Background: an optimization exercise with open tools, aiming at small area. Do not read the settings as production practice. Function was checked by simulation only, so behaviour that the tests miss may differ from the original. Power is estimated from default activity; no workload was simulated.

==> flow/design.v <==
package cpu_pkg;
    localparam int DATA_W     = 32;
    localparam int INST_W     = 32;
    localparam int REG_ADDR_W = 5;
    localparam int REG_NUM    = 32;
    localparam int SHAMT_W    = 5;
    localparam int ALU_OP_W   = 4;
    localparam int WB_ADR_W   = 6;
    typedef logic [DATA_W-1:0]     data_t;
    typedef logic [INST_W-1:0]     inst_t;
    typedef logic [REG_ADDR_W-1:0] reg_addr_t;
    typedef logic [SHAMT_W-1:0]    shamt_t;
    typedef logic [ALU_OP_W-1:0]   alu_op_t;
    typedef logic [WB_ADR_W-1:0]   wb_adr_t;
    typedef enum logic {
        WB_IDLE,
        WB_ACK
    } wb_state_e;
    localparam logic [5:0] OP_SPECIAL = 6'b000000;
    localparam logic [5:0] OP_ADDI    = 6'b001000;
    localparam logic [5:0] OP_ADDIU   = 6'b001001;
    localparam logic [5:0] OP_SLTI    = 6'b001010;
    localparam logic [5:0] OP_SLTIU   = 6'b001011;
    localparam logic [5:0] OP_ANDI    = 6'b001100;
    localparam logic [5:0] OP_ORI     = 6'b001101;
    localparam logic [5:0] OP_XORI    = 6'b001110;
    localparam logic [5:0] OP_LUI     = 6'b001111;
    localparam logic [5:0] FN_SLL  = 6'b000000;
    localparam logic [5:0] FN_SRL  = 6'b000010;
    localparam logic [5:0] FN_SRA  = 6'b000011;
    localparam logic [5:0] FN_SLLV = 6'b000100;
    localparam logic [5:0] FN_SRLV = 6'b000110;
    localparam logic [5:0] FN_SRAV = 6'b000111;
    localparam logic [5:0] FN_ADD  = 6'b100000;
    localparam logic [5:0] FN_ADDU = 6'b100001;
    localparam logic [5:0] FN_SUB  = 6'b100010;
    localparam logic [5:0] FN_SUBU = 6'b100011;
    localparam logic [5:0] FN_AND  = 6'b100100;
    localparam logic [5:0] FN_OR   = 6'b100101;
    localparam logic [5:0] FN_XOR  = 6'b100110;
    localparam logic [5:0] FN_NOR  = 6'b100111;
    localparam logic [5:0] FN_SLT  = 6'b101010;
    localparam logic [5:0] FN_SLTU = 6'b101011;
    localparam alu_op_t ALU_NOP  = 4'd0;
    localparam alu_op_t ALU_OR   = 4'd1;
    localparam alu_op_t ALU_AND  = 4'd2;
    localparam alu_op_t ALU_XOR  = 4'd3;
    localparam alu_op_t ALU_NOR  = 4'd4;
    localparam alu_op_t ALU_SLL  = 4'd5;
    localparam alu_op_t ALU_SRL  = 4'd6;
    localparam alu_op_t ALU_SRA  = 4'd7;
    localparam alu_op_t ALU_ADD  = 4'd8;
    localparam alu_op_t ALU_SUB  = 4'd9;
    localparam alu_op_t ALU_SLT  = 4'd10;
    localparam alu_op_t ALU_SLTU = 4'd11;
    localparam data_t ZERO_WORD = '0;
    localparam wb_adr_t INST_ADR    = 6'd0;
    localparam int      REG_ADR_BIT = 5;         
endpackage
`timescale 1ns/100ps
module mips_core_top (
    input  logic        clk_i,
    input  logic        rst_n_i,
    input  logic        wb_cyc_i,
    input  logic        wb_stb_i,
    input  logic        wb_we_i,
    input  logic [5:0]  wb_adr_i,
    input  logic [31:0] wb_dat_i,
    output logic [31:0] wb_dat_o,
    output logic        wb_ack_o
);
    logic        ack_q;
    logic [31:0] regs [1:31];
    logic stb;
    assign stb      = wb_cyc_i & wb_stb_i;
    assign wb_ack_o = ack_q & stb;
    always_ff @(posedge clk_i) begin
        ack_q <= rst_n_i & stb & ~ack_q;
    end
    logic [5:0]  op;
    logic [5:0]  fn;
    logic [4:0]  rs;
    logic [4:0]  sa;
    assign op = wb_dat_i[31:26];
    assign rs = wb_dat_i[25:21];
    assign sa = wb_dat_i[10:6];
    assign fn = wb_dat_i[5:0];
    logic rtype;
    logic itype;
    logic fix_sh;
    logic var_sh;
    logic arith;
    logic valid;
    assign rtype  = (op == 6'b000000);
    assign itype  = (op[5:3] == 3'b001);
    assign fix_sh = (fn[5:2] == 4'b0000) && (fn[1:0] != 2'b01);
    assign var_sh = (fn[5:2] == 4'b0001) && (fn[1:0] != 2'b01);
    assign arith  = (fn[5:3] == 3'b100) || (fn[5:1] == 5'b10101);
    assign valid  = itype || (rtype && ((fix_sh && (rs == 5'd0)) || ((var_sh || arith) && (sa == 5'd0))));
    logic        rtype_q;
    logic [2:0]  f3_q;                          
    logic [4:0]  rt_q;
    logic [15:0] imm_q;                         
    logic        exe1_q;                        
    logic        exe2_q;                        
    logic [31:0] p_q;                           
    logic [31:0] g_q;                           
    logic [4:0]  amt_q;                         
    logic [4:0]  wd;
    logic        fwd;
    logic [31:0] result;
    assign wd = rtype_q ? imm_q[15:11] : rt_q;
    logic [31:0] immx;
    always_comb begin
        if (!f3_q[2]) begin
            immx = {{16{imm_q[15]}}, imm_q};
        end else if (f3_q[1:0] == 2'b11) begin
            immx = {imm_q, 16'h0};
        end else begin
            immx = {16'h0, imm_q};
        end
    end
    logic [4:0]  raddr;
    logic        ren;
    logic [31:0] rf_data;
    logic [31:0] rdata;
    assign raddr = ack_q ? (wb_we_i ? rs : wb_adr_i[4:0]) : rt_q;
    assign ren   = !ack_q | wb_we_i | wb_adr_i[5];     
    assign fwd   = ren && exe2_q && (wd != 5'd0) && (raddr == wd);
    logic [31:1]  rsel;
    logic [991:0] rflat;
    always_comb begin
        for (int i = 1; i < 32; i++) begin
            rsel[i] = ren && (raddr == 5'(i));
            rflat[(i-1)*32 +: 32] = regs[i];
        end
    end
    rf_read u_rf_read (
        .sel_i  (rsel),
        .data_i (rflat),
        .data_o (rf_data)
    );
    assign rdata = fwd ? result : rf_data;
    assign wb_dat_o = rdata;
    always_ff @(posedge clk_i) begin
        if (ack_q) begin
            rtype_q <= rtype;
            f3_q    <= rtype ? fn[2:0] : op[2:0];
            rt_q    <= wb_dat_i[20:16];
            imm_q   <= wb_dat_i[15:0];
        end
    end
    always_ff @(posedge clk_i) begin
        exe1_q <= rst_n_i && wb_ack_o && wb_we_i && (wb_adr_i == 6'd0) && valid;
        exe2_q <= rst_n_i && exe1_q;
        p_q    <= xm ^ yb;                     
        g_q    <= xm & yb;
        amt_q  <= p_q[4:0] | imm_q[10:6];      
    end
    logic        is_shift;
    logic        add_sub;
    logic        sub;
    logic [31:0] xm;
    logic [31:0] y;
    logic [31:0] yb;
    assign is_shift = rtype_q && !imm_q[5];
    assign add_sub  = !f3_q[2] && !is_shift;
    assign sub      = exe1_q && add_sub && f3_q[1];
    assign xm       = (!exe1_q || is_shift || (!rtype_q && (f3_q == 3'b111))) ? 32'd0 : p_q;
    assign y        = (rtype_q || !exe1_q) ? rdata : immx;
    assign yb       = y ^ {32{sub}};
    exec_alu u_alu (
        .rtype_i  (rtype_q),
        .f3_i     (f3_q),
        .imm_i    (imm_q),
        .amt_i    (amt_q),
        .zero_i   (!rst_n_i),
        .p_i      (p_q),
        .g_i      (g_q),
        .result_o (result)
    );
    always_ff @(posedge clk_i) begin
        for (int i = 1; i < 32; i++) begin
            if (!rst_n_i || (exe2_q && (wd == 5'(i)))) begin
                regs[i] <= result;
            end
        end
    end
endmodule
module rf_read (
    input  logic [31:1]  sel_i,
    input  logic [991:0] data_i,
    output logic [31:0]  data_o
);
    always_comb begin
        data_o = '0;
        for (int i = 1; i < 32; i++) begin
            data_o = data_o | ({32{sel_i[i]}} & data_i[(i-1)*32 +: 32]);
        end
    end
endmodule
module exec_alu (
    input  logic        rtype_i,
    input  logic [2:0]  f3_i,
    input  logic [15:0] imm_i,
    input  logic [4:0]  amt_i,
    input  logic        zero_i,              
    input  logic [31:0] p_i,
    input  logic [31:0] g_i,
    output logic [31:0] result_o
);
    logic        is_shift;
    logic        is_slt;
    logic        arith;
    logic        sub;
    assign is_shift = !zero_i && rtype_i && !imm_i[5];
    assign arith    = !zero_i && !f3_i[2];
    assign sub      = arith && f3_i[1];
    assign is_slt   = sub && (rtype_i ? imm_i[3] : 1'b1);
    logic [31:0] gl [6];
    logic [31:0] pl [6];
    always_comb begin
        gl[0] = g_i;
        pl[0] = p_i;
        for (int l = 0; l < 5; l++) begin
            for (int k = 0; k < 32; k++) begin
                if (k & (1 << l)) begin
                    gl[l+1][k] = gl[l][k] | (pl[l][k] & gl[l][(k | ((1 << l) - 1)) - (1 << l)]);
                    pl[l+1][k] = pl[l][k] & pl[l][(k | ((1 << l) - 1)) - (1 << l)];
                end else begin
                    gl[l+1][k] = gl[l][k];
                    pl[l+1][k] = pl[l][k];
                end
            end
        end
    end
    logic [32:0] c;
    always_comb begin
        c[0] = sub;
        for (int k = 0; k < 32; k++) begin
            c[k+1] = gl[5][k] | (pl[5][k] & sub);
        end
    end
    logic use_p;
    logic use_g;
    logic use_n;
    assign use_p = arith || (!zero_i && ((f3_i[1:0] == 2'b01) || (f3_i[1:0] == 2'b10) || ((f3_i[1:0] == 2'b11) && !rtype_i)));
    assign use_g = !zero_i && f3_i[2] && !f3_i[1];
    assign use_n = !zero_i && f3_i[2] && (f3_i[1:0] == 2'b11) && rtype_i;
    logic [31:0] t;
    assign t = (({32{use_p}} & p_i) | ({32{use_g}} & g_i) | ({32{use_n}} & ~(p_i | g_i)))
             ^ (c[31:0] & {32{arith}});
    logic lt;
    assign lt = f3_i[0] ? !c[32] : (p_i[31] ? t[31] : g_i[31]);
    logic        sh_left;
    logic [31:0] sh_in;
    logic [31:0] sh_r;
    logic [31:0] sh_res;
    logic        fill;
    assign sh_left = !imm_i[1];
    assign fill    = imm_i[0] & p_i[31];
    always_comb begin
        for (int i = 0; i < 32; i++) begin
            sh_in[i] = sh_left ? p_i[31-i] : p_i[i];
        end
    end
    assign sh_r = 32'({{32{fill}}, sh_in} >> amt_i);
    always_comb begin
        for (int i = 0; i < 32; i++) begin
            sh_res[i] = sh_left ? sh_r[31-i] : sh_r[i];
        end
    end
    always_comb begin
        if (is_shift) begin
            result_o = sh_res;
        end else if (is_slt) begin
            result_o = {31'd0, lt};
        end else begin
            result_o = t;
        end
    end
endmodule
==> flow/run.sh <==
#!/bin/bash
# synth_recipe.tcl (not shown) runs the flow's synth.tcl, then flattens the netlist and writes it again
# the make line also repeats each setting of config.mk as NAME=value (left out here)
make -C /OpenROAD-flow-scripts/flow DESIGN_CONFIG=/design/flow/config.mk WORK_HOME=/design/flow/orfs CLKGATE_MAP_FILE= SYNTH_SCRIPT=/design/flow/synth_recipe.tcl finish
==> flow/config.mk <==
export PLATFORM = sky130hd
export DESIGN_NAME = mips_core_top
export DESIGN_NICKNAME = mips_core_top
export VERILOG_FILES = /design/flow/design.v
export SDC_FILE = /design/flow/constraint.sdc
export NUM_CORES = 4
export LEC_CHECK = 0
export CAP_MARGIN = 20
export CORE_MARGIN = 2
export CORE_UTILIZATION = 65
export CTS_BUF_LIST = sky130_fd_sc_hd__clkbuf_8 sky130_fd_sc_hd__clkbuf_16
export CTS_CLUSTER_DIAMETER = 90
export CTS_CLUSTER_SIZE = 25
export SETUP_SLACK_MARGIN = 0.2
export SLEW_MARGIN = 20
export SYNTH_HIERARCHICAL = 1
==> flow/constraint.sdc <==
create_clock -name core_clock -period 6.0 [get_ports {clk_i}]
set_input_delay 1.2000 -clock core_clock [delete_from_list [all_inputs] [get_ports {clk_i}]]
set_output_delay 1.2000 -clock core_clock [all_outputs]
set_load 0.01 [all_outputs]
==> results of run 1 <==
[state kept, by name, indices dropped and copies added (netlist names)]
name     cells
amt_q        5
f3_q         3
exe2_q       1
rt_q         5
regs       992
ack_q        1
exe1_q       1
p_q         32
g_q         32
imm_q       16
rtype_q      1
[per-module statistics from Yosys (local to each module, per instance)]
module | cells inside | flops+latches
mips_core_top | 1499 | 1089
rf_read | 733 | 0
exec_alu | 649 | 0
[worst max-delay path, delay by kind of cell]
family / cells / cell delay [ns]
AO/OA/AOI/OAI: 3 / 0.84
AND/OR/NAND/NOR: 4 / 1.17
multiplexers: 2 / 0.35
buffers and inverters: 5 / 1.06
[how the worst max path moves through the flow]
| stage | to | startpoint | slack (ns) |
|---|---|---|---|
| 5_1_grt | wb_dat_o[10] | wb_adr_i[5] | 0.13 |
| 3_3_place_gp | wb_dat_o[3] | wb_we_i | -0.45 |
| 3_5_place_dp | wb_dat_o[3] | wb_we_i | -0.51 |
| 4_1_cts | wb_dat_o[3] | wb_adr_i[5] | 0.23 |
| 6_report | wb_dat_o[11] | wb_we_i | 0.15 |
| 2_1_floorplan | wb_dat_o[0] | rst_n_i | 0.20 |
[synthesized netlist by cell type (22+ instances only)]
| master | n |
|---|---|
| edfxtp_1 | 1017 |
| a22oi_1 | 390 |
| nor2_1 | 150 |
| clkbuf_1 | 146 |
| nand2_1 | 93 |
| nand3_1 | 81 |
| o21ai_0 | 77 |
| dfxtp_1 | 72 |
| nand4_1 | 70 |
| a222oi_1 | 60 |
| a21oi_1 | 53 |
| mux2i_1 | 45 |
| and2_1 | 44 |
| a221oi_2 | 42 |
| mux4_2 | 39 |
| xnor2_1 | 35 |
| a22o_1 | 34 |
| or4_1 | 34 |
| ha_1 | 33 |
| mux2_2 | 31 |
| a221oi_1 | 30 |
| mux2_4 | 22 |
[stage by stage]
step	hold slack [ns]	total power [mW]	setup slack [ns]
2_1_floorplan	0.427	10.7	0.203
3_3_place_gp	0.490	11.6	-0.450
3_5_place_dp	0.509	11.7	-0.508
4_1_cts	0.523	15.5	0.233
5_1_grt	0.550	16.0	0.130
6_report	0.525	15.6	0.146
[layout make-up]
type	instances	area [µm²]
Sequential cell	1089	32000
Timing Repair Buffer	414	4010
Multi-Input combinational cell	1594	13300
Antenna cell	6	15.0
Clock inverter	32	205
Tap cell	931	1160
Inverter	13	48.8
Clock buffer	52	1300
Fill cell	4039	16700
[metal layers]
layer	vias to the layer above	track usage (%)
li1	12400	-
met1	15300	54.9
met2	2489	62.1
met3	436	10.8
met4	6	17.7
met5	-	0
[repair_timing]
item	in CTS	in global routing
cloned	14	0
buffers inserted	52	5
setup endpoints to repair	32	32
gates resized for setup	115	22
pin swaps	46	24
[report_power, final]
group	total [mW]	internal (mW)	switching, mW
sequential	9.50	9.14	0.363
clock	3.89	1.61	2.28
combinational	2.20	0.843	1.36
[logic make-up after synthesis]
family | Yosys count | share of synthesized area, %
compound gates | 802 | 14.0
xor+xnor | 53 | 1.03
fa+ha+maj | 33 | 0.915
buf+inv | 212 | 2.12
flops | 1089 | 70.9
mux | 147 | 5.00
simple gates | 545 | 6.11
==> run summary, run 1 <==
* Worst vdd ir at just over 300 µV
* Final instance area at about 0.052 mm²
* Hold path depth at 1
* Area Overhead vs Synth at 15.3%
* Tcrit/Tclk final at 97.6%
* Most frequent cells in the layout: edfxtp_1 (1017), a22oi_1 (379), buf_4 (276)
* Mapped Cells at ~2900
* Pwr/cell area at about 300 mW/mm²
* Met3 WL at 19900 µm
* R2r startpoint: ack_q$_DFF_P_
* Syn nets at about 3000
* IO Pins at 76
* Area after DPL at 0.0495 mm²
* Non-filler cells, final at 4131
* Dominant cell type by area after synthesis: edfxtp_1
* Leak pwr at between 15 and 20 nW
* CTS Buf Count at roughly 50
* HP Start: exe1_q$_DFF_P_
* CTS Root Cell: clkbuf_16
* Max-slew headroom at 18.0%
* Hold Path Class: flip-flop to flip-flop
* Die area at approximately 0.07 mm²
* Most common cell after layout, fill and taps aside: edfxtp_1
* Finished Core Util at around three quarters
* DP HPWL at 89900 µm
* TritonRoute pass-1 iters at 10
* Drt drc at 0
* Routed vias/inst at around 7.4
* Avg Inst Size Synth at 15.7 µm²
* Max Slew Vio Count at 0
* Port Buffers at between 70 and 80
* Gr ovfl total at 0
* Cts-stage hold buffer count at 0
* Slew @ Worst Pin at between 1 and 1.5 ns
* Placed Instances at 3969
* Crit path time final at 5.85 ns
* Reg clk slew, reported paths at 0.10 ns
* Yosys reg bits at 1089
* GRT Util Overall at 40.4%
* # H-tree levels at 2
* Hold endpoint: exe2_q$_DFF_P_
* Row count at 96
* Reg2reg path depth at 15
* Crit end category: output port
* Post-synth EDFFs at slightly above 1000
* Initial DRC count at roughly 5200
* Vias in the first global route at 29200
* Area share of the largest cell type after synthesis at 67.7%
* Reg-to-reg endpoint: p_q[8]$_DFF_P_
* Starting Density at 65.7%
* WS Path Type: primary input to output port
* Synth cell types at 74
* Final wirelength at 144000 µm
* Final Hold Viols at 0
* First-pass GRT wire length at 205000 µm
* Total vias in the final route at 30700
* Yosys Warn Count at 12
* Async S/R FF share, synth at 0%
* CP max stage cell: nor2_4
* Critical path arrival at 4.65 ns
* Initial antenna violation count at 9
* Share of the yosys chip area belonging to registers at a little under three quarters
* Routed len/inst at between 30 and 40 µm
* Worst-path maximum fanout at 16
* CTS tree: built
* Critical Path RT at approximately 4.8 ns
* CTS sink cnt at 1089
* Setup violators final at 0
* DRT antenna net count at 0
* Layout cells sized above 1 at 22.5%
* Skew-Pair Late Insertion Delay at 0.66 ns
* Top post-synthesis cells by area: edfxtp_1 (68%), a22oi_1 (6.5%), dfxtp_1 (3.2%)
* Pin count of the biggest net entering global routing at 37
* Clock Tree Buf Depth at 3
* Die Height at 267 µm
* Chip width at 267 µm
* Core area at a little under 0.07 mm²
* R2R Setup Slk at 1.36 ns
* Status: no timing/DRC/antenna violations
* Netlist Area Pre-Place at 0.0451 mm²
* Clock skew at ~0.063 ns
* Wl on met1 at 51100 µm
* Most used DFF post-synth: edfxtp_1
* Critical Path Start Type: primary input
* Setup TNS at 0 ns
* Fmax at 171 MHz
* Max Cap Violations at 0
* Gpl congestion at 0.980
* CP cell instances: dlygate4sd2_1 -> buf_12 -> mux2i_4 -> a21o_1 -> a21oi_1 -> nand2_2 -> buf_4 -> nor2_4 -> a22oi_1 -> nand4_1 -> buf_4 -> or4_4 -> mux2_4 -> dlygate4sd2_1
* Final #Nets at 3239
* Wire length on met2 at roughly 65000 µm
* Max layer used: met5
* CP peak stage delay at approximately 0.7 ns
* RSZ-0062 raised after global routing: true
==> run 2: changes to the inputs <==
==> flow/flow/run.sh (new file) <==
#!/bin/bash
# The standard layout, with a plain buffer (not a delay cell) on each input and output port.
set -euo pipefail
bash standard.sh "BUFFER_PORTS_ARGS=-buffer_cell sky130_fd_sc_hd__buf_2" finish > orfs_make.log 2>&1
==> flow/standard.sh (new file) <==
#!/bin/bash
# synth_recipe.tcl (not shown) runs the flow's synth.tcl, then flattens the netlist and writes it again
# the make line also repeats each setting of config.mk as NAME=value (left out here)
make -C /OpenROAD-flow-scripts/flow DESIGN_CONFIG=/design/flow/config.mk WORK_HOME=/design/flow/orfs CLKGATE_MAP_FILE= SYNTH_SCRIPT=/design/flow/synth_recipe.tcl "${@:-finish}"
--- a/flow/config.mk
+++ b/flow/config.mk
@@ -7,10 +7,11 @@
 export LEC_CHECK = 0
 export CAP_MARGIN = 20
 export CORE_MARGIN = 2
-export CORE_UTILIZATION = 65
+export CORE_UTILIZATION = 60
 export CTS_BUF_LIST = sky130_fd_sc_hd__clkbuf_8 sky130_fd_sc_hd__clkbuf_16
 export CTS_CLUSTER_DIAMETER = 90
 export CTS_CLUSTER_SIZE = 25
+export GPL_TIMING_DRIVEN = 0
 export SETUP_SLACK_MARGIN = 0.2
 export SLEW_MARGIN = 20
 export SYNTH_HIERARCHICAL = 1
removed: flow/run.sh
==> run summary, run 2 <==
* Initial DRC count at 4570 (-11%)
* Hold Path Class: flip-flop to flip-flop
* CP peak stage delay at 0.69 ns (about the same)
* Routed len/inst at 34.2 µm (-1.9%)
* Initial antenna violation count at 12 (+3)
* Crit path time final at 5.88 ns (+0.0276 ns)
* Netlist Area Pre-Place at 0.0451 mm² (unchanged)
* Worst-path maximum fanout at 10 (-6)
* R2R Setup Slk at 0.87 ns (-0.49 ns)
* Hold path depth at 1 (unchanged)
* Starting Density at 60.6% (-5.1 points)
* Area after DPL at 0.0495 mm² (about the same)
* Most used DFF post-synth: edfxtp_1
* Status: no timing/DRC/antenna violations
* IO Pins at 76 (unchanged)
* CTS sink cnt at 1089 (unchanged)
* Pin count of the biggest net entering global routing at 33 (-11%)
* Gr ovfl total at 0 (unchanged)
* RSZ-0062 raised after global routing: true
* Max reg flops at 992 (unchanged)
* TritonRoute pass-1 iters at 7 (-3)
* R2r startpoint: ack_q$_DFF_P_
* Area share of the largest cell type after synthesis at 67.7% (unchanged)
* CP max stage cell: clkbuf_1
* Final wirelength at 140000 µm (-2.7%)
* Avg Inst Size Synth at 15.7 µm² (unchanged)
* Core area at 0.0744 mm² (+8.4%)
* Die Height at 278 µm (+4.0%)
* Biggest registers after layout: regs: 992 flops, g_q: 32 flops, p_q: 32 flops
* Async S/R FF share, synth at 0% (unchanged)
* Critical Path RT at 4.80 ns (about the same)
* Most instantiated library cell after synthesis: edfxtp_1
* Worst vdd ir at 277 µV (-11%)
* First-pass GRT wire length at 199000 µm (-3.1%)
* HP Start: p_q[1]$_DFF_P_
* Tcrit/Tclk final at 98.0% (+0.46 points)
* Total vias in the final route at 29700 (-3.3%)
* Most frequent cells in the layout: edfxtp_1 (1017), a22oi_1 (390), nor2_1 (145)
* Reg clk slew, reported paths at 0.11 ns (about the same)
* Die area at 0.0774 mm² (+8.2%)
* CTS Buf Count at 50 (-2.0%)
* Fmax at 170 MHz (-0.47%)
* Slew @ Worst Pin at 1.13 ns (-0.0967 ns)
* Vias in the first global route at 28300 (-3.3%)
* Area Overhead vs Synth at 13.7%
* Drt drc at 0 (unchanged)
* WS Path Type: primary input to output port
* Critical Path Source: wb_we_i
* Hold slack at 0.493 ns (-0.0322 ns)
* Chip width at 278 µm (+4.0%)
* CP cell instances: buf_6 -> mux2i_4 -> a21o_1 -> a21oi_1 -> nand2_1 -> nor2_1 -> clkbuf_1 -> a22oi_1 -> nand4_1 -> or4_1 -> mux2_2 -> buf_2
* Crit end category: output port
* CTS Root Cell: clkbuf_16
* Max-slew headroom at 24.8% (+6.8 points)
* Critical Path Start Type: primary input
* Share of the yosys chip area belonging to registers at 70.9% (unchanged)
* CTS tree: built
* Cts-stage hold buffer count at 0 (unchanged)
* Top post-synthesis cells by area: edfxtp_1 (68%), a22oi_1 (6.5%), dfxtp_1 (3.2%)
* Row count at 100 (+4.2%)
* Routed vias/inst at 7.25 (-2.5%)
* Post-synth EDFFs at 1017 (unchanged)
* Fillers at 4854 (+20%)
* Most common cell after layout, fill and taps aside: edfxtp_1
* DRT antenna net count at 0 (unchanged)
* Layout cells sized above 1 at 17.6% (-4.9 points)
* Reg2reg path depth at 15 (unchanged)
* Largest reg by FF count: regs
* GRT Util Overall at 36.0% (-4.4 points)
* Max Slew Vio Count at 0 (unchanged)
* Syn nets at 2957 (unchanged)
* Final #Nets at 3182 (-1.8%)
* Clock Tree Buf Depth at 3 (unchanged)
* Port Buffers at 74 (-1.3%)
* Yosys Warn Count at 12 (unchanged)
* Critical path arrival at 4.68 ns (+0.03 ns)
* Synth cell types at 74 (unchanged)
* Skew-Pair Late Insertion Delay at 0.66 ns (about the same)
* DP HPWL at 100000 µm (+11%)
* Gpl congestion at 1.04 (+6.2%)
* Hold endpoint: amt_q[1]$_DFF_P_
* Leak pwr at 18.0 nW (-2.9%)
* List of most frequent post-synthesis cells: edfxtp_1 (1017), a22oi_1 (390), nor2_1 (150)
* Reg-to-reg endpoint: p_q[15]$_DFF_P_
* Setup violators final at 0 (unchanged)
* Yosys reg bits at 1089 (unchanged)
* Max Cap Violations at 0 (unchanged)
* Mapped Cells at 2881 (unchanged)
* Final instance area at 0.0513 mm² (-1.4%)
* Dominant cell type by area after synthesis: edfxtp_1
* Pwr/cell area at 304 mW/mm² (+1.4%)
* Clock skew at 0.0271 ns (-0.0361 ns)
* # H-tree levels at 2 (unchanged)
* Final Hold Viols at 0 (unchanged)
## run 2: area by class of cell
cell class | count | area (µm²) | share of cell area (%)
Timing Repair Buffer | 172 | 2610 | 5.09
Clock inverter | 20 | 130 | 0.254
Clock buffer | 52 | 1300 | 2.54
Tap cell | 969 | 1210 | 2.36
Sequential cell | 1089 | 32000 | 62.3
Multi-Input combinational cell | 1582 | 13100 | 25.5
Inverter | 13 | 48.8 | 0.0951
Buffer | 198 | 956 | 1.86
Antenna cell | 2 | 5.00 | 0.00975
## run 2: layer usage
metal | global-route usage (%) | share of wire [%] | vias up
li1 | - | - | 12300
met1 | 50.2 | 37 | 14900
met3 | 7.09 | 12 | 362
met4 | 15.4 | 5.1 | 4
met5 | 0 | 0.016 | -
met2 | 56.0 | 46 | 2108
## run 2: worst max-delay path: cells and delay by family
family / cells / cell delay [ns]
AOI/OAI and AO/OA: 3 / 0.69
buffers and inverters: 3 / 0.99
muxes: 2 / 0.50
and+or+nand+nor: 4 / 1.27
## run 2: what timing repair did
action / CTS / global route
endpoints found under the setup margin: 59 / 31
buffers inserted: 10 / 2
hold endpoints to repair: 0 / 0
resized for setup: 46 / 66
cloned: 2 / 0
pin swaps: 8 / 3
## run 2: metrics by stage
stage,worst slack (ns),power (mW),utilization (%),std cells,setup TNS [ns]
after floorplan,0.203,10.7,-,2881,0
after global placement,-3.13,11.5,62.7,3924,-1176.77
after detailed placement,-1.58,11.8,66.5,4009,-62.25
after CTS,0.166,15.5,68.7,4092,0
after global routing,0.0837,16.0,68.9,4095,0
final,0.118,15.6,68.9,4097,0
## run 2: kinds of logic (layout without fill, tap and decap cells)
kind of cell	Yosys count	after routing	share of synthesized area (%)
xor gates and xnor gates	53	53	1.03
DFF	1089	1089	70.9
muxes	147	147	5.00
adders and majority gates	33	33	0.915
AOI/OAI and AO/OA	802	803	14.0
buffers and inverters	212	455	2.12
and+or+nand+nor	545	546	6.11
other	0	2	0
## run 2: worst max path at each step
stage / endpoint / slack [ns] / depth (start not counted)
5_1_grt: wb_dat_o[0] / 0.08 / 13
6_report: wb_dat_o[15] / 0.12 / 12
2_1_floorplan: wb_dat_o[0] / 0.20 / 11
4_1_cts: wb_dat_o[8] / 0.17 / 11
3_5_place_dp: wb_dat_o[26] / -1.58 / 11
3_3_place_gp: wb_dat_o[23] / -3.13 / 11
## run 2: per-module statistics from Yosys, one instance, submodules excluded
module	times used	area, µm²
exec_alu	1	4810
mips_core_top	1	35000
rf_read	1	5340
## run 2: report_power, final
| part | internal [mW] | switching [mW] |
|---|---|---|
| Combinational | 0.848 | 1.54 |
| Clock | 1.58 | 2.23 |
| Sequential | 9.13 | 0.254 |
==> run 3: changes to the inputs <==
--- a/flow/config.mk
+++ b/flow/config.mk
@@ -11,7 +11,6 @@
 export CTS_BUF_LIST = sky130_fd_sc_hd__clkbuf_8 sky130_fd_sc_hd__clkbuf_16
 export CTS_CLUSTER_DIAMETER = 90
 export CTS_CLUSTER_SIZE = 25
-export GPL_TIMING_DRIVEN = 0
 export SETUP_SLACK_MARGIN = 0.2
 export SLEW_MARGIN = 20
 export SYNTH_HIERARCHICAL = 1
==> run summary, run 3 <==
* Crit path time final at 5.73 ns (-0.156 ns)
* Post-synthesis mux area share at 5.00% (unchanged)
* Die area at 0.0774 mm² (unchanged)
* Clock skew at 0.0398 ns (+0.0127 ns)
* Pre-CTS setup slack at 0.0369 ns (+1.62 ns)
* Dominant cell type by area after synthesis: edfxtp_1
* Share of the yosys chip area belonging to registers at 70.9% (unchanged)
* Final instance area at 0.0493 mm² (-3.9%)
* Slew @ Worst Pin at 1.19 ns (+0.0583 ns)
* List of most frequent post-synthesis cells: edfxtp_1 (1017), a22oi_1 (390), nor2_1 (150)
* Netlist Area Pre-Place at 0.0451 mm² (unchanged)
* Biggest registers after layout: regs: 992 flops, g_q: 32 flops, p_q: 32 flops
* First-pass GRT wire length at 198000 µm (-0.16%)
* Initial antenna violation count at 6 (-6)
* Drt drc at 0 (unchanged)
* Synth cell types at 74 (unchanged)
* DP HPWL at 92900 µm (-7.2%)
* Max layer used: met5
* Crit end category: output port
* Tcrit/Tclk final at 95.4% (-2.6 points)
* Critical Path Start Type: primary input
* Largest reg by FF count: regs
* Area after DPL at 0.0478 mm² (-3.5%)
* Worst vdd ir at 329 µV (+18%)
* Gr ovfl total at 0 (unchanged)
* # H-tree levels at 2 (unchanged)
* Routed vias/inst at 7.32 (+0.93%)
* Final #Nets at 3054 (-4.0%)
* GRT Util Overall at 35.9% (-0.12 points)
* CTS tree: built
* Max Slew Vio Count at 0 (unchanged)
* Final wirelength at 140000 µm (about the same)
* Top post-synthesis cells by area: edfxtp_1 (68%), a22oi_1 (6.5%), dfxtp_1 (3.2%)
* Port Buffers at 75 (+1.4%)
* Max-slew headroom at 20.6% (-4.2 points)
* Row count at 100 (unchanged)
* Setup slack after layout at 0.274 ns (+0.156 ns)
* Fmax at 175 MHz (+2.7%)
* Cts-stage hold buffer count at 0 (unchanged)
* Vias in the first global route at 27300 (-3.3%)
* Post-synthesis simple-gate area fraction at 6.11% (unchanged)
* Most instantiated library cell after synthesis: edfxtp_1
* Total vias in the final route at 29000 (-2.2%)
* Max Cap Violations at 0 (unchanged)
* Pin count of the biggest net entering global routing at 34 (+3.0%)
* Initial DRC count at 4833 (+5.8%)
* XOR/XNOR share of the synthesized area at 1.03% (unchanged)
* Post-synth EDFFs at 1017 (unchanged)
* Async S/R FF share, synth at 0% (unchanged)
* RSZ-0062 raised after global routing: true
* Yosys Warn Count at 12 (unchanged)
* Yosys reg bits at 1089 (unchanged)
* CP cell instances: buf_2 -> mux2i_2 -> a21o_1 -> nor2_1 -> nand2_1 -> nor2_2 -> buf_4 -> a222oi_1 -> nand3_2 -> or4_1 -> mux2_4 -> buf_2
* Most used DFF post-synth: edfxtp_1
* Max reg flops at 992 (unchanged)
* Pwr/cell area at 311 mW/mm² (+2.5%)
* CTS sink cnt at 1089 (unchanged)
* Leak pwr at 17.4 nW (-3.5%)
* CP peak stage delay at 0.69 ns (about the same)
* CTS Buf Count at 51 (+2.0%)
* Critical Path RT at 4.80 ns (about the same)
* Chip width at 278 µm (unchanged)
* Die Height at 278 µm (unchanged)
* CP max stage cell: or4_1
* WP buf/inv at 3 (unchanged)
* Clock Tree Buf Depth at 3 (unchanged)
* Hold Path Class: flip-flop to flip-flop
* Reg clk slew, reported paths at 0.10 ns (about the same)
* Starting Density at 60.6% (unchanged)
* CP dominant cell by count: buf_2
* Compound-Gate Fraction of Synth Area at 14.0% (unchanged)
* WS Path Type: primary input to output port
* Skew-Pair Late Insertion Delay at 0.66 ns (about the same)
* Fillers at 5153 (+6.2%)
* CP top delay family: simple AND/OR/NAND/NOR gates
* Status: no timing/DRC/antenna violations
* Avg Inst Size Synth at 15.7 µm² (unchanged)
* Wl on met1 at 53800 µm (+2.8%)
* IO Pins at 76 (unchanged)
* Area Overhead vs Synth at 9.30%
* Critical path arrival at 4.53 ns (-0.15 ns)
* Setup TNS at 0 ns (unchanged)
* Met3 WL at 16300 µm (-0.38%)
* Layout cells sized above 1 at 18.6% (+1.0 points)
* DRT antenna net count at 0 (unchanged)
* Most common cell after layout, fill and taps aside: edfxtp_1
* Adder-Cell Fraction of Synth Area at 0.915% (unchanged)
* CTS Root Cell: clkbuf_16
* Final Hold Viols at 0 (unchanged)
* Largest family of logic cells by synthesized area: compound AO/OA/AOI/OAI gates
* R2R Setup Slk at 1.48 ns (+0.61 ns)
* Gpl congestion at 0.964 (-7.4%)
* Worst-path maximum fanout at 32 (+22)
* Area share of the largest cell type after synthesis at 67.7% (unchanged)
* Core area at 0.0744 mm² (unchanged)
* Setup violators final at 0 (unchanged)
* Mapped Cells at 2881 (unchanged)
* TritonRoute pass-1 iters at 9 (+2)
* Syn nets at 2957 (unchanged)
* Routed len/inst at 35.4 µm (+3.3%)
* Wire length on met2 at 63800 µm (-0.95%)
* Hold slack at 0.602 ns (+0.109 ns)
* ANT cells at 0 (-2)
* Most frequent cells in the layout: edfxtp_1 (1017), a22oi_1 (390), buf_4 (159)
==> run 3: power breakdown <==
group	internal [mW]	switching [mW]	total, mW
sequential	9.14	0.366	9.50
combinational	0.671	1.28	1.95
clock	1.60	2.30	3.90
total	11.4	3.94	15.4
==> run 3: cell families after synthesis <==
| family | after synthesis |
|---|---|
| buffers and inverters | 212 |
| AND/OR/NAND/NOR | 545 |
| AO/OA/AOI/OAI | 802 |
| multiplexers | 147 |
| adder cells (fa/ha/maj) | 33 |
| XOR/XNOR | 53 |
| flip-flops | 1089 |
==> run 3: routing by layer <==
layer,GRT usage [%],vias up
li1,-,12000
met1,51.9,14700
met2,54.9,2014
met3,6.38,268
met4,13.9,4
met5,0,-
==> run 3: repair_timing <==
item | 4_1_cts | 5_1_grt
endpoints found under the setup margin | 2 | 17
setup buffers | 0 | 7
resized for setup | 2 | 8
==> run 3: worst paths after layout <==
| check | depth (start not counted) | from | to |
|---|---|---|---|
| worst min register to register | 1 | exe1_q$_DFF_P_ | exe2_q$_DFF_P_ |
| worst max register to register | 13 | amt_q[0]$_DFF_P_ | p_q[10]$_DFF_P_ |
| worst min-delay path | 1 | exe1_q$_DFF_P_ | exe2_q$_DFF_P_ |
| worst max-delay path | 12 | wb_we_i | wb_dat_o[11] |
==> run 3: final cells by class <==
cell class / count / area [µm²] / area share [%]
tap: 969 / 1210 / 2.46
clock inverter: 23 / 166 / 0.337
clock buffer: 52 / 1300 / 2.64
timing repair buffer: 243 / 1780 / 3.61
sequential: 1089 / 32000 / 64.8
inverter: 13 / 48.8 / 0.0989
multi-input combinational: 1580 / 12800 / 26.0
==> run 3: modules after synthesis (local to each module, per instance) <==
| module | flops+latches | cell area, µm² | times used |
|---|---|---|---|
| exec_alu | 0 | 4810 | 1 |
| mips_core_top | 1089 | 35000 | 1 |
| rf_read | 0 | 5340 | 1 |
==> run 3: stage by stage <==
step,instances,power [mW],utilization (%)
after floorplan,2881,10.7,-
after CTS,3962,15.3,66.1
after detailed placement,3887,11.6,64.1
after global routing,3969,15.8,66.3
final,3969,15.4,66.3
after global placement,3885,11.5,64.1
==> run 4: changes to the inputs <==
==> flow/config.mk (replaced) <==
export PLATFORM = sky130hd
export DESIGN_NAME = mips_core_top
export DESIGN_NICKNAME = mips_core_top
export VERILOG_FILES = /design/flow/design.v
export SDC_FILE = /design/flow/constraint.sdc
export NUM_CORES = 4
export LEC_CHECK = 0
export CAP_MARGIN = 10
export CORE_MARGIN = 2
export CORE_UTILIZATION = 60
export CTS_BUF_LIST = sky130_fd_sc_hd__clkbuf_8 sky130_fd_sc_hd__clkbuf_16
export CTS_CLUSTER_DIAMETER = 90
export CTS_CLUSTER_SIZE = 25
export SETUP_SLACK_MARGIN = 0.05
export SLEW_MARGIN = 10
export SYNTH_HIERARCHICAL = 1
==> run summary, run 4 <==
* CTS Root Cell: clkbuf_16
* Pwr/cell area at 312 mW/mm² (+0.25%)
* DP HPWL at 92700 µm (-0.22%)
* Area share of the largest cell type after synthesis at 67.7% (unchanged)
* First-pass GRT wire length at 199000 µm (+0.52%)
* Crit end category: output port
* Total vias in the final route at 29200 (+0.47%)
* Core area at 0.0744 mm² (unchanged)
* Critical Path Start Type: primary input
* Top post-synthesis cells by area: edfxtp_1 (68%), a22oi_1 (6.5%), dfxtp_1 (3.2%)
* Clock Tree Buf Depth at 3 (unchanged)
* Post-synthesis mux area share at 5.00% (unchanged)
* Grt met2 use at 55.1% (+0.20 points)
* Gr ovfl total at 0 (unchanged)
* Row count at 100 (unchanged)
* List of most frequent post-synthesis cells: edfxtp_1 (1017), a22oi_1 (390), nor2_1 (150)
* Initial DRC count at 4851 (+0.37%)
* Most used DFF post-synth: edfxtp_1
* Pin count of the biggest net entering global routing at 34 (unchanged)
* Slew @ Worst Pin at 1.27 ns (+0.0795 ns)
* Max reg flops at 992 (unchanged)
* Syn nets at 2957 (unchanged)
* Post-synthesis simple-gate area fraction at 6.11% (unchanged)
* Area Overhead vs Synth at 8.98%
* Tcrit/Tclk final at 97.0% (+1.6 points)
* Port Buffers at 75 (unchanged)
* Die area at 0.0774 mm² (unchanged)
* Adder-Cell Fraction of Synth Area at 0.915% (unchanged)
* Leak pwr at 17.3 nW (-0.43%)
* Gpl congestion at 0.964 (unchanged)
* # H-tree levels at 2 (unchanged)
* Seq pwr share at 61.9% (about the same)
* Largest reg by FF count: regs
* Avg Inst Size Synth at 15.7 µm² (unchanged)
* Setup TNS at 0 ns (unchanged)
* Netlist Area Pre-Place at 0.0451 mm² (unchanged)
* WS Path Type: primary input to output port
* Critical path arrival at 4.62 ns (+0.09 ns)
* Net Switching at 3.94 mW (about the same)
* Most frequent cells in the layout: edfxtp_1 (1017), a22oi_1 (390), buf_4 (152)
* Comb pwr share at 12.6% (about the same)
* Vias in the first global route at 27400 (+0.26%)
* Chip width at 278 µm (unchanged)
* DRT antenna net count at 0 (unchanged)
* GRT met1 Usage at 52.4% (+0.51 points)
* CTS tree: built
* Share of the yosys chip area belonging to registers at 70.9% (unchanged)
* IO Pins at 76 (unchanged)
* Worst-path maximum fanout at 32 (unchanged)
* Largest family of logic cells by synthesized area: compound AO/OA/AOI/OAI gates
* Fillers at 5113 (-0.78%)
* Clock Power Share at 25.4% (about the same)
* CTS sink cnt at 1089 (unchanged)
* XOR/XNOR share of the synthesized area at 1.03% (unchanged)
* Compound-Gate Fraction of Synth Area at 14.0% (unchanged)
* TritonRoute pass-1 iters at 9 (unchanged)
* Starting Density at 60.6% (unchanged)
* Skew-Pair Late Insertion Delay at 0.65 ns (about the same)
* Initial antenna violation count at 5 (-1)
* Mapped Cells at 2881 (unchanged)
* Routed vias/inst at 7.37 (+0.67%)
* Reg clk slew, reported paths at 0.10 ns (about the same)
* Final wirelength at 140000 µm (about the same)
* Max-slew headroom at 15.3% (-5.3 points)
* Biggest registers after layout: regs: 992 flops, g_q: 32 flops, p_q: 32 flops
* Most common cell after layout, fill and taps aside: edfxtp_1
* Die Height at 278 µm (unchanged)
* Drt drc at 0 (unchanged)
* Setup violators final at 0 (unchanged)
* Internal power at 11.4 mW (about the same)
* Final #Nets at 3045 (-0.29%)
* Final Hold Viols at 0 (unchanged)
* Clock skew at 0.0363 ns (-0.00356 ns)
* Fmax at 172 MHz (-1.6%)
* Synth cell types at 74 (unchanged)
* Layer with the highest usage: met2
* Worst vdd ir at 336 µV (+2.1%)
* Most instantiated library cell after synthesis: edfxtp_1
* Max Cap Violations at 0 (unchanged)
* Max Slew Vio Count at 0 (unchanged)
* Critical Path RT at 4.80 ns (about the same)
* GRT Util Overall at 36.0% (+0.11 points)
* Layout cells sized above 1 at 18.1% (-0.54 points)
* Routed len/inst at 35.4 µm (+0.21%)
* Met3 Resource Use GR at 6.46% (+0.084 points)
* Hold Path Class: flip-flop to flip-flop
* Sw frac at 25.7% (about the same)
* R2R Setup Slk at 1.48 ns (about the same)
* Crit path time final at 5.82 ns (+0.0944 ns)
* CTS Buf Count at 51 (unchanged)
* Status: no timing/DRC/antenna violations
* Async S/R FF share, synth at 0% (unchanged)
* Yosys reg bits at 1089 (unchanged)
* Cts-stage hold buffer count at 0 (unchanged)
* RSZ-0062 raised after global routing: false
* Yosys Warn Count at 12 (unchanged)
* Finished Core Util at 66.1% (-0.20 points)
* Post-synth EDFFs at 1017 (unchanged)
* Dominant cell type by area after synthesis: edfxtp_1
==> run 4: cell counts after synthesis <==
No cell type changed its count.
==> run 4: final cells by class <==
type,instances,area (µm²),share of cell area (%)
Sequential cell,1089,32000,65.0
Multi-Input combinational cell,1580,12800,26.0
Timing Repair Buffer,234,1670,3.40
Clock buffer,52,1300,2.65
Tap cell,969,1210,2.47
Clock inverter,22,163,0.331
Inverter,13,48.8,0.0992
Antenna cell,2,5.00,0.0102
==> run 4: worst max-delay path, cell delays in order <==
cell and delay, ns:
buf_2 0.19, mux2i_1 0.42, a21o_1 0.20, nor2_1 0.06, nand2_1 0.20, nor2_2 0.05, buf_4 0.30, a222oi_1 0.40
nand3_1 0.30, or4_1 0.70, mux2_4 0.37, buf_2 0.16
==> run 4: power by group through the flow <==
stage	registers, mW	clock network (mW)	logic [mW]
after CTS	9.49	3.92	1.91
after detailed placement	9.66	0	1.90
after floorplan	9.49	0	1.17
final	9.50	3.90	1.94
after global placement	9.62	0	1.88
after global routing	9.56	4.17	2.04
==> run 4: worst paths after layout <==
path | startpoint | to | depth (start not counted)
worst max-delay path | wb_we_i | wb_dat_o[11] | 12
worst min-delay path | exe1_q$_DFF_P_ | exe2_q$_DFF_P_ | 1
worst max register to register | amt_q[0]$_DFF_P_ | p_q[8]$_DFF_P_ | 11
worst min register to register | exe1_q$_DFF_P_ | exe2_q$_DFF_P_ | 1
==> run 4: per-stage QoR <==
stage          std cells  hold slack (ns)  power [mW]  instance area [µm²]  setup WS (ns)
4_1_cts             3959            0.577        15.3                49200          0.152
6_report            3961            0.593        15.3                49200          0.180
5_1_grt             3959            0.592        15.8                49200         0.0565
3_5_place_dp        3885            0.576        11.6                47700         0.0312
2_1_floorplan       2881            0.427        10.7                45100          0.203
3_3_place_gp        3885            0.574        11.5                47700          0.105
==> run 4: metal layers <==
metal	routed length, µm	share of wire, %	vias to the layer above
met5	25	0.018	-
li1	-	-	12000
met3	15800	11	253
met1	54400	39	14900
met4	5970	4.3	4
met2	64100	46	2008
==> run 4: cells by family after synthesis <==
family                   Yosys count
adder cells (fa/ha/maj)           33
AND/OR/NAND/NOR                  545
multiplexers                     147
AO/OA/AOI/OAI                    802
XOR/XNOR                          53
flip-flops                      1089
buffers and inverters            212
==> run 4: Yosys stat by module (local to each module, per instance) <==
| module | cell area (µm²) | flops+latches | cells inside | copies in the design |
|---|---|---|---|---|
| rf_read | 5340 | 0 | 733 | 1 |
| exec_alu | 4810 | 0 | 649 | 1 |
| mips_core_top | 35000 | 1089 | 1499 | 1 |
==> run 4: what timing repair did <==
| item | 4_1_cts | 5_1_grt |
|---|---|---|
| hold endpoints to repair | 0 | 0 |
| setup buffers | 0 | 0 |
| resized for setup | 1 | 2 |
| endpoints found under the setup margin | 1 | 4 |
==> run 5: changes to the inputs <==
--- a/flow/config.mk
+++ b/flow/config.mk
@@ -7,7 +7,7 @@
 export LEC_CHECK = 0
 export CAP_MARGIN = 10
 export CORE_MARGIN = 2
-export CORE_UTILIZATION = 60
+export CORE_UTILIZATION = 65
 export CTS_BUF_LIST = sky130_fd_sc_hd__clkbuf_8 sky130_fd_sc_hd__clkbuf_16
 export CTS_CLUSTER_DIAMETER = 90
 export CTS_CLUSTER_SIZE = 25
==> run summary, run 5 <==
* CTS Buf Count at 50 (-2.0%)
* Reg clk slew, reported paths at 0.09 ns (about the same)
* RSZ-0062 raised after global routing: false
* Finished Core Util at 71.4% (+5.4 points)
* CP peak stage delay at 0.70 ns (about the same)
* Yosys Warn Count at 12 (unchanged)
* Pwr/cell area at 309 mW/mm² (-0.94%)
* Chip width at 267 µm (-3.9%)
* Gr ovfl total at 0 (unchanged)
* Die Height at 267 µm (-3.9%)
* Critical Path RT at 4.80 ns (about the same)
* Starting Density at 65.7% (+5.1 points)
* Netlist Area Pre-Place at 0.0451 mm² (unchanged)
* Total vias in the final route at 28700 (-1.6%)
* Critical Path Start Type: primary input
* Status: no timing/DRC/antenna violations
* CP top delay family: simple AND/OR/NAND/NOR gates
* CTS tree: built
* Worst-path maximum fanout at 17 (-47%)
* Clock skew at 0.0433 ns (+0.00704 ns)
* Share of the yosys chip area belonging to registers at 70.9% (unchanged)
* Top post-synthesis cells by area: edfxtp_1 (68%), a22oi_1 (6.5%), dfxtp_1 (3.2%)
* Initial DRC count at 4742 (-2.2%)
* Hold path depth at 1 (unchanged)
* Tcrit/Tclk final at 97.8% (+0.81 points)
* WP buf/inv at 3 (unchanged)
* DP HPWL at 88100 µm (-4.9%)
* Yosys reg bits at 1089 (unchanged)
* Most frequent cells in the layout: edfxtp_1 (1017), a22oi_1 (390), buf_4 (135)
* Critical path arrival at 4.67 ns (+0.05 ns)
* CP max stage cell: or4_1
* Initial antenna violation count at 11 (+6)
* HP Start: exe1_q$_DFF_P_
* Most common cell after layout, fill and taps aside: edfxtp_1
* Async S/R FF share, synth at 0% (unchanged)
* DRT antenna net count at 0 (unchanged)
* Skew-Pair Late Insertion Delay at 0.65 ns (about the same)
* Drt drc at 0 (unchanged)
* Wire length on met2 at 61800 µm (-3.7%)
* Vias in the first global route at 27200 (-0.51%)
* Fillers at 4433 (-13%)
* Max Cap Violations at 0 (unchanged)
* WS Path Type: primary input to output port
* List of most frequent post-synthesis cells: edfxtp_1 (1017), a22oi_1 (390), nor2_1 (150)
* Most used DFF post-synth: edfxtp_1
* Leak pwr at 17.2 nW (-0.61%)
* Hold Path Class: flip-flop to flip-flop
* CP cell instances: buf_2 -> mux2i_1 -> a21oi_1 -> nand2_1 -> nor2_2 -> buf_4 -> a222oi_1 -> nand3_2 -> or4_1 -> mux2_4 -> buf_2
* Post-synth EDFFs at 1017 (unchanged)
* Crit end category: output port
* Hold endpoint: exe2_q$_DFF_P_
* Max-slew headroom at 12.1% (-3.2 points)
* Core area at 0.0687 mm² (-7.7%)
* Pin count of the biggest net entering global routing at 35 (+2.9%)
* Row count at 96 (-4.0%)
* Cts-stage hold buffer count at 0 (unchanged)
* Worst vdd ir at 354 µV (+5.4%)
* Port Buffers at 75 (unchanged)
* Avg Inst Size Synth at 15.7 µm² (unchanged)
* CP dominant cell by count: buf_2
* Area share of the largest cell type after synthesis at 67.7% (unchanged)
* Final #Nets at 3030 (-0.49%)
* CTS Root Cell: clkbuf_16
* Final Hold Viols at 0 (unchanged)
* Syn nets at 2957 (unchanged)
* Synth cell types at 74 (unchanged)
* TritonRoute pass-1 iters at 8 (-1)
* Met3 WL at 16300 µm (+3.0%)
* Dominant cell type by area after synthesis: edfxtp_1
* Setup TNS at 0 ns (unchanged)
* CTS sink cnt at 1089 (unchanged)
* Reg2reg path depth at 13 (+2)
* Fmax at 170 MHz (-0.83%)
* Most instantiated library cell after synthesis: edfxtp_1
* GRT Util Overall at 37.1% (+1.2 points)
* Max reg flops at 992 (unchanged)
* Final wirelength at 133000 µm (-5.4%)
* Biggest registers after layout: regs: 992 flops, g_q: 32 flops, p_q: 32 flops
* Max Slew Vio Count at 0 (unchanged)
* # H-tree levels at 2 (unchanged)
* Gpl congestion at 0.984 (+2.1%)
* Routed len/inst at 34.0 µm (-4.0%)
* Wl on met1 at 48900 µm (-10%)
* Reg-to-reg endpoint: p_q[13]$_DFF_P_
* Slew @ Worst Pin at 1.31 ns (+0.0490 ns)
* R2r startpoint: ack_q$_DFF_P_
* Clock Tree Buf Depth at 3 (unchanged)
* Crit path time final at 5.87 ns (+0.0486 ns)
* Max layer used: met5
* R2R Setup Slk at 1.62 ns (+0.14 ns)
* Layout cells sized above 1 at 17.7% (-0.36 points)
* Largest reg by FF count: regs
* Routed vias/inst at 7.36 (-0.14%)
* Area Overhead vs Synth at 8.74%
* Mapped Cells at 2881 (unchanged)
* Setup violators final at 0 (unchanged)
* First-pass GRT wire length at 190000 µm (-4.9%)
* IO Pins at 76 (unchanged)
* Die area at 0.0716 mm² (-7.6%)
## run 5: cell families (layout without fill, tap and decap cells)
| logic type | Yosys count | in the layout | share of synthesized area (%) |
|---|---|---|---|
| buffers and inverters | 212 | 301 | 2.12 |
| and+or+nand+nor | 545 | 546 | 6.11 |
| xor gates and xnor gates | 53 | 53 | 1.03 |
| AOI/OAI and AO/OA | 802 | 802 | 14.0 |
| DFF | 1089 | 1089 | 70.9 |
| adders and majority gates | 33 | 33 | 0.915 |
| other | 0 | 3 | 0 |
| muxes | 147 | 147 | 5.00 |
## run 5: repair_timing
| action | CTS | global route |
|---|---|---|
| gates resized for setup | 0 | 6 |
| endpoints found under the setup margin | 0 | 5 |
| buffers inserted | 0 | 5 |
## run 5: through the flow
step | area, µm² | setup slack (ns) | hold WS (ns) | total power, mW | instances
floorplan | 45100 | 0.203 | 0.427 | 10.7 | 2881
global placement | 47600 | 0.104 | 0.491 | 11.4 | 3827
detailed placement | 47600 | 0.120 | 0.494 | 11.5 | 3827
CTS | 49000 | 0.126 | 0.517 | 15.1 | 3896
global route | 49100 | 0.0510 | 0.550 | 15.6 | 3902
finish | 49100 | 0.131 | 0.522 | 15.2 | 3905
## run 5: area by class of cell
type | instances | area [µm²] | area share (%)
Tap cell | 931 | 1160 | 2.37
Antenna cell | 3 | 7.51 | 0.0153
Timing Repair Buffer | 219 | 1580 | 3.23
Sequential cell | 1089 | 32000 | 65.2
Clock buffer | 51 | 1280 | 2.60
Multi-Input combinational cell | 1581 | 12900 | 26.2
Inverter | 13 | 48.8 | 0.0994
Clock inverter | 18 | 121 | 0.247
## run 5: worst max path at each step
stage	start	end	cells past startpoint
global placement	wb_we_i	wb_dat_o[22]	11
global route	wb_we_i	wb_dat_o[22]	12
finish	wb_we_i	wb_dat_o[22]	11
CTS	wb_we_i	wb_dat_o[22]	11
floorplan	rst_n_i	wb_dat_o[0]	11
detailed placement	wb_we_i	wb_dat_o[22]	11
## run 5: modules after synthesis (local to each module, per instance)
| module | cells inside | flops+latches |
|---|---|---|
| exec_alu | 649 | 0 |
| mips_core_top | 1499 | 1089 |
| rf_read | 733 | 0 |
## run 5: layer usage
metal / GRT usage, % / vias up
met2: 58.9 / 2066
met1: 52.4 / 14300
met3: 6.76 / 321
li1: - / 12000
met5: 0 / -
met4: 13.0 / 12
## run 5: report_power, final
group	switching [mW]	internal (mW)	total (mW)
Sequential	0.378	9.14	9.51
Clock	2.20	1.55	3.75
Combinational	1.25	0.655	1.90
==> run 6: changes to the inputs <==
--- a/flow/config.mk
+++ b/flow/config.mk
@@ -8,9 +8,10 @@
 export CAP_MARGIN = 10
 export CORE_MARGIN = 2
 export CORE_UTILIZATION = 65
-export CTS_BUF_LIST = sky130_fd_sc_hd__clkbuf_8 sky130_fd_sc_hd__clkbuf_16
-export CTS_CLUSTER_DIAMETER = 90
-export CTS_CLUSTER_SIZE = 25
+export CTS_BUF_LIST = sky130_fd_sc_hd__clkbuf_8
+export CTS_CLUSTER_DIAMETER = 70
+export CTS_CLUSTER_SIZE = 16
+export PLACE_DENSITY = 0.75
 export SETUP_SLACK_MARGIN = 0.05
 export SLEW_MARGIN = 10
 export SYNTH_HIERARCHICAL = 1
==> run summary, run 6 <==
* Status: no timing/DRC/antenna violations
* Biggest registers after layout: regs: 992 flops, g_q: 32 flops, p_q: 32 flops
* Crit end category: output port
* Routed len/inst at 34.1 µm (+0.39%)
* Critical Path Start Type: primary input
* Avg Inst Size Synth at 15.7 µm² (unchanged)
* Most instantiated library cell after synthesis: edfxtp_1
* Slew @ Worst Pin at 1.36 ns (+0.0419 ns)
* Max-slew headroom at 9.46% (-2.7 points)
* Initial antenna violation count at 4 (-7)
* Reg clk slew, reported paths at 0.09 ns (about the same)
* Initial DRC count at 4790 (+1.0%)
* WS Path Type: primary input to output port
* HP Start: exe1_q$_DFF_P_
* Final Hold Viols at 0 (unchanged)
* Gpl congestion at 1.01 (+2.4%)
* Area Overhead vs Synth at 8.62%
* Gr ovfl total at 0 (unchanged)
* Sw frac at 26.2% (+0.99 points)
* Area share of the largest cell type after synthesis at 67.7% (unchanged)
* Fillers at 4346 (-2.0%)
* Synth cell types at 74 (unchanged)
* Post-synth EDFFs at 1017 (unchanged)
* Yosys Warn Count at 12 (unchanged)
* Critical Path RT at 4.80 ns (about the same)
* Critical path arrival at 4.62 ns (-0.05 ns)
* CTS Root Cell: clkbuf_8
* CTS sink cnt at 1089 (unchanged)
* Max Slew Vio Count at 0 (unchanged)
* TritonRoute pass-1 iters at 10 (+2)
* Most common cell after layout, fill and taps aside: edfxtp_1
* Cts-stage hold buffer count at 0 (unchanged)
* CP cell instances: buf_2 -> mux2i_2 -> a21o_1 -> nand2_1 -> nor2_4 -> buf_4 -> a221oi_2 -> nand3_1 -> or4_1 -> mux2_4 -> buf_2
* Seq pwr share at 63.7% (+1.0 points)
* R2r startpoint: amt_q[0]$_DFF_P_
* Pwr/cell area at 305 mW/mm² (-1.2%)
* Finished Core Util at 71.3% (-0.077 points)
* Fmax at 172 MHz (+0.86%)
* RSZ-0062 raised after global routing: false
* Dominant cell type by area after synthesis: edfxtp_1
* CP dominant cell by count: buf_2
* Critical Path Source: wb_we_i
* Drt drc at 0 (unchanged)
* Tcrit/Tclk final at 97.0% (-0.84 points)
* Worst-path maximum fanout at 13 (-4)
* IO Pins at 76 (unchanged)
* Chip width at 267 µm (unchanged)
* Leak pwr at 17.2 nW (about the same)
* GRT Util Overall at 37.7% (+0.57 points)
* Final #Nets at 3065 (+1.2%)
* Max Cap Violations at 0 (unchanged)
* Mapped Cells at 2881 (unchanged)
* Top post-synthesis cells by area: edfxtp_1 (68%), a22oi_1 (6.5%), dfxtp_1 (3.2%)
* Hold Path Class: flip-flop to flip-flop
* Final wirelength at 135000 µm (+1.4%)
* Starting Density at 65.7% (unchanged)
* Most used DFF post-synth: edfxtp_1
* Most frequent cells in the layout: edfxtp_1 (1017), a22oi_1 (390), buf_4 (131)
* Async S/R FF share, synth at 0% (unchanged)
* Comb pwr share at 12.7% (+0.2 points)
* CP max stage cell: or4_1
* DRT antenna net count at 0 (unchanged)
* Row count at 96 (unchanged)
* CP peak stage delay at 0.64 ns (-0.06 ns)
* Layout cells sized above 1 at 18.7% (+1.0 points)
* Pin count of the biggest net entering global routing at 40 (+14%)
* Clock Power Share at 23.7% (-1.0 points)
* Port Buffers at 75 (unchanged)
* Vias in the first global route at 27600 (+1.3%)
* Largest reg by FF count: regs
* Syn nets at 2957 (unchanged)
* Worst vdd ir at 276 µV (-22%)
* Clock skew at 0.0600 ns (+0.0167 ns)
* Share of the yosys chip area belonging to registers at 70.9% (unchanged)
* Routed vias/inst at 7.40 (+0.55%)
* Crit path time final at 5.82 ns (-0.0501 ns)
* CTS tree: built
* Internal power at 11.1 mW (-2.6%)
* DP HPWL at 87500 µm (-0.65%)
* Setup violators final at 0 (unchanged)
* Net Switching at 3.92 mW (+2.6%)
* Yosys reg bits at 1089 (unchanged)
* Die area at 0.0716 mm² (unchanged)
* Total vias in the final route at 29200 (+1.6%)
* Clock Tree Buf Depth at 3 (unchanged)
* Max reg flops at 992 (unchanged)
* CTS Buf Count at 80 (+60%)
* # H-tree levels at 3 (+1)
* Skew-Pair Late Insertion Delay at 0.74 ns (+0.09 ns)
* Die Height at 267 µm (unchanged)
* Setup TNS at 0 ns (unchanged)
* First-pass GRT wire length at 192000 µm (+1.2%)
* List of most frequent post-synthesis cells: edfxtp_1 (1017), a22oi_1 (390), nor2_1 (150)
* Netlist Area Pre-Place at 0.0451 mm² (unchanged)
* Core area at 0.0687 mm² (unchanged)
[run 6: cell counts after synthesis]
Identical to the previous run, type by type.
[run 6: cell families (layout without fill, tap and decap cells)]
kind of cell / after synthesis / after routing / synth area share [%]
buffers and inverters: 212 / 340 / 2.12
other: 0 / 5 / 0
XOR/XNOR: 53 / 53 / 1.03
adder cells (fa/ha/maj): 33 / 33 / 0.915
flip-flops: 1089 / 1089 / 70.9
multiplexers: 147 / 147 / 5.00
AND/OR/NAND/NOR: 545 / 546 / 6.11
AO/OA/AOI/OAI: 802 / 802 / 14.0
[run 6: critical path, delay by kind of cell]
kind | cells | cell delay (ns)
AOI/OAI and AO/OA | 2 | 0.52
and+or+nand+nor | 4 | 1.72
buffers and inverters | 3 | 0.61
muxes | 2 | 0.54
[run 6: per-layer routing]
layer	global-route usage, %	routed length (µm)	share of wire, %
met5	0	0	0
met4	18.0	7460	5.5
met3	7.46	17000	13
met1	52.9	49100	36
met2	57.5	61200	45
[run 6: power by group through the flow]
| stage | logic [mW] | registers, mW | clock network (mW) |
|---|---|---|---|
| final | 1.90 | 9.53 | 3.54 |
| after floorplan | 1.17 | 9.49 | 0 |
| after CTS | 1.86 | 9.51 | 3.56 |
| after global routing | 1.99 | 9.58 | 3.80 |
| after global placement | 1.83 | 9.63 | 0 |
| after detailed placement | 1.85 | 9.68 | 0 |
[run 6: worst paths after layout]
| kind | depth (start not counted) | slack (ns) | to |
|---|---|---|---|
| max | 11 | 0.18 | wb_dat_o[23] |
| min | 1 | 0.55 | exe2_q$_DFF_P_ |
| max reg2reg | 12 | 1.44 | p_q[23]$_DFF_P_ |
| min reg2reg | 1 | 0.55 | exe2_q$_DFF_P_ |
[run 6: repair_timing]
action | CTS | global route
setup buffers | 0 | 4
setup endpoints to repair | 3 | 9
pin swaps | 0 | 1
resized for setup | 1 | 5
gates cloned | 0 | 1
[run 6: final cells by class]
| cell class | instances | area (µm²) | area share [%] |
|---|---|---|---|
| Clock inverter | 23 | 174 | 0.355 |
| Tap cell | 931 | 1160 | 2.38 |
| Antenna cell | 5 | 12.5 | 0.0255 |
| Timing Repair Buffer | 224 | 1730 | 3.54 |
| Clock buffer | 80 | 1100 | 2.25 |
| Sequential cell | 1089 | 32000 | 65.3 |
| Inverter | 13 | 48.8 | 0.0996 |
| Multi-Input combinational cell | 1581 | 12800 | 26.1 |
[run 6: stage by stage]
| step | setup slack, ns | hold WS [ns] | area, µm² | power [mW] | cells |
|---|---|---|---|---|---|
| after floorplan | 0.203 | 0.427 | 45100 | 10.7 | 2881 |
| after global placement | 0.286 | 0.555 | 47700 | 11.5 | 3833 |
| after detailed placement | 0.227 | 0.552 | 47700 | 11.5 | 3833 |
| after CTS | 0.116 | 0.531 | 49000 | 14.9 | 3936 |
| after global routing | 0.0601 | 0.556 | 49000 | 15.4 | 3942 |
| final | 0.181 | 0.549 | 49000 | 15.0 | 3946 |
[run 6: modules after synthesis (local to each module, per instance)]
module,cell area [µm²],cells inside,flops+latches,times used
exec_alu,4810,649,0,1
rf_read,5340,733,0,1
mips_core_top,35000,1499,1089,1
==> run 7: changes to the inputs <==
--- a/flow/config.mk
+++ b/flow/config.mk
@@ -7,11 +7,10 @@
 export LEC_CHECK = 0
 export CAP_MARGIN = 10
 export CORE_MARGIN = 2
-export CORE_UTILIZATION = 65
+export CORE_UTILIZATION = 60
 export CTS_BUF_LIST = sky130_fd_sc_hd__clkbuf_8
 export CTS_CLUSTER_DIAMETER = 70
 export CTS_CLUSTER_SIZE = 16
-export PLACE_DENSITY = 0.75
 export SETUP_SLACK_MARGIN = 0.05
 export SLEW_MARGIN = 10
 export SYNTH_HIERARCHICAL = 1
==> run summary, run 7 <==
* Status: no timing/DRC/antenna violations
* Clock skew at 0.0565 ns (-0.00357 ns)
* Final instance area at 0.0491 mm² (about the same)
* Biggest registers after layout: regs: 992 flops, g_q: 32 flops, p_q: 32 flops
* Critical Path RT at 4.80 ns (about the same)
* GRT met1 Usage at 52.6% (-0.36 points)
* Mapped Cells at 2881 (unchanged)
* Skew-Pair Late Insertion Delay at 0.75 ns (about the same)
* Total vias in the final route at 29200 (+0.11%)
* Grt met2 use at 55.5% (-2.0 points)
* IO Pins at 76 (unchanged)
* Reg-to-reg endpoint: p_q[30]$_DFF_P_
* Max Cap Violations at 0 (unchanged)
* CP peak stage delay at 0.78 ns (+0.14 ns)
* First-pass GRT wire length at 200000 µm (+4.3%)
* Largest reg by FF count: regs
* Area share of the largest cell type after synthesis at 67.7% (unchanged)
* Top post-synthesis cells by area: edfxtp_1 (68%), a22oi_1 (6.5%), dfxtp_1 (3.2%)
* WP buf/inv at 2 (-1)
* Synth cell types at 74 (unchanged)
* Chip width at 278 µm (+4.0%)
* TritonRoute pass-1 iters at 9 (-1)
* R2R Setup Slk at 1.42 ns (-0.02 ns)
* Met3 Resource Use GR at 6.41% (-1.0 points)
* Hold path depth at 1 (unchanged)
* Pin count of the biggest net entering global routing at 34 (-15%)
* HP Start: exe1_q$_DFF_P_
* CP dominant cell by count: mux4_2
* Avg Inst Size Synth at 15.7 µm² (unchanged)
* CTS sink cnt at 1089 (unchanged)
* Cts-stage hold buffer count at 0 (unchanged)
* Hold Path Class: flip-flop to flip-flop
* Initial antenna violation count at 7 (+3)
* Routed len/inst at 35.2 µm (+3.0%)
* Syn nets at 2957 (unchanged)
* Die area at 0.0774 mm² (+8.2%)
* Leak pwr at 17.3 nW (+0.61%)
* Tcrit/Tclk final at 97.8% (+0.79 points)
* Layout cells sized above 1 at 18.9% (+0.19 points)
* Pwr/cell area at 308 mW/mm² (+0.69%)
* Worst-path maximum fanout at 17 (+4)
* Hold endpoint: exe2_q$_DFF_P_
* CTS Root Cell: clkbuf_8
* Placed Instances at 3885 (+1.4%)
* Final #Nets at 3073 (+0.26%)
* WS Path Type: flip-flop to output port
* Post-synth EDFFs at 1017 (unchanged)
* Setup TNS at 0 ns (unchanged)
* Row count at 100 (+4.2%)
## run 7: changes by cell type in the layout (fill, tap and decap cells not counted), sizes merged
| cell | before | now |
|---|---|---|
| clkinv | 7 | 5 |
| nor2 | 151 | 150 |
| inv | 28 | 41 |
| buf | 224 | 234 |
| clkbuf | 80 | 81 |
| diode | 5 | 3 |
| bufinv | 0 | 1 |
## run 7: worst max-delay path by stage
| stage | start | end | depth (start not counted) |
|---|---|---|---|
| after floorplan | rst_n_i | wb_dat_o[0] | 11 |
| after global placement | wb_we_i | wb_dat_o[13] | 11 |
| after detailed placement | wb_we_i | wb_dat_o[13] | 11 |
| after CTS | amt_q[0]$_DFF_P_ | wb_dat_o[5] | 11 |
| after global routing | imm_q[1]$_DFFE_PP_ | wb_dat_o[5] | 11 |
| final | imm_q[1]$_DFFE_PP_ | wb_dat_o[30] | 9 |
## run 7: cell families (layout without fill, tap and decap cells)
| family | count (synthesis) | in the layout | synth area share [%] |
|---|---|---|---|
| other | 0 | 3 | 0 |
| XOR/XNOR | 53 | 53 | 1.03 |
| buffers and inverters | 212 | 363 | 2.12 |
| AND/OR/NAND/NOR | 545 | 545 | 6.11 |
| multiplexers | 147 | 147 | 5.00 |
| flip-flops | 1089 | 1089 | 70.9 |
| adder cells (fa/ha/maj) | 33 | 33 | 0.915 |
| AO/OA/AOI/OAI | 802 | 802 | 14.0 |
## run 7: repair_timing
action                     in CTS  in global routing
setup endpoints to repair       1                  7
cloned                          0                  0
resized for setup               1                  2
## run 7: layout make-up
cell class / count / area [µm²]
flip-flops and latches: 1089 / 32000
fillers: 5119 / 25400
multi-input cells: 1580 / 12800
repair buffers: 234 / 1670
well taps: 969 / 1210
clock buffers: 81 / 1110
clock inverters: 35 / 230
inverters: 13 / 48.8
diodes: 3 / 7.51
## run 7: report_power, final
group          total [mW]  internal, mW  switching, mW
sequential           9.50          9.14          0.364
combinational        1.94         0.665           1.27
clock                3.65          1.31           2.34
## run 7: per-module statistics from Yosys, one instance, submodules excluded
| module | flops+latches | times used | area (µm²) | cells |
|---|---|---|---|---|
| exec_alu | 0 | 1 | 4810 | 649 |
| mips_core_top | 1089 | 1 | 35000 | 1499 |
| rf_read | 0 | 1 | 5340 | 733 |
## run 7: metal layers
metal  vias to the layer above  wire length (µm)
li1                      12100                 -
met1                     14900             54900
met2                      2003             64700
met4                         0              5810
met3                       249             15400
met5                         -                 0
## run 7: stage by stage
stage / power (mW) / setup WS, ns / hold slack [ns]
final: 15.1 / 0.134 / 0.600
after global routing: 15.5 / 0.00868 / 0.593
after CTS: 15.1 / 0.127 / 0.581
after detailed placement: 11.6 / 0.0312 / 0.576
after global placement: 11.5 / 0.105 / 0.574
after floorplan: 10.7 / 0.203 / 0.427

Setup slack of run 7, layout unchanged: 0.134 ns with ideal ports, 0.065 ns with driving cells assumed (clock clkbuf_16, inputs buf_2), 0.154 ns with port delays also shifted by the 0.790 ns mid clock arrival.
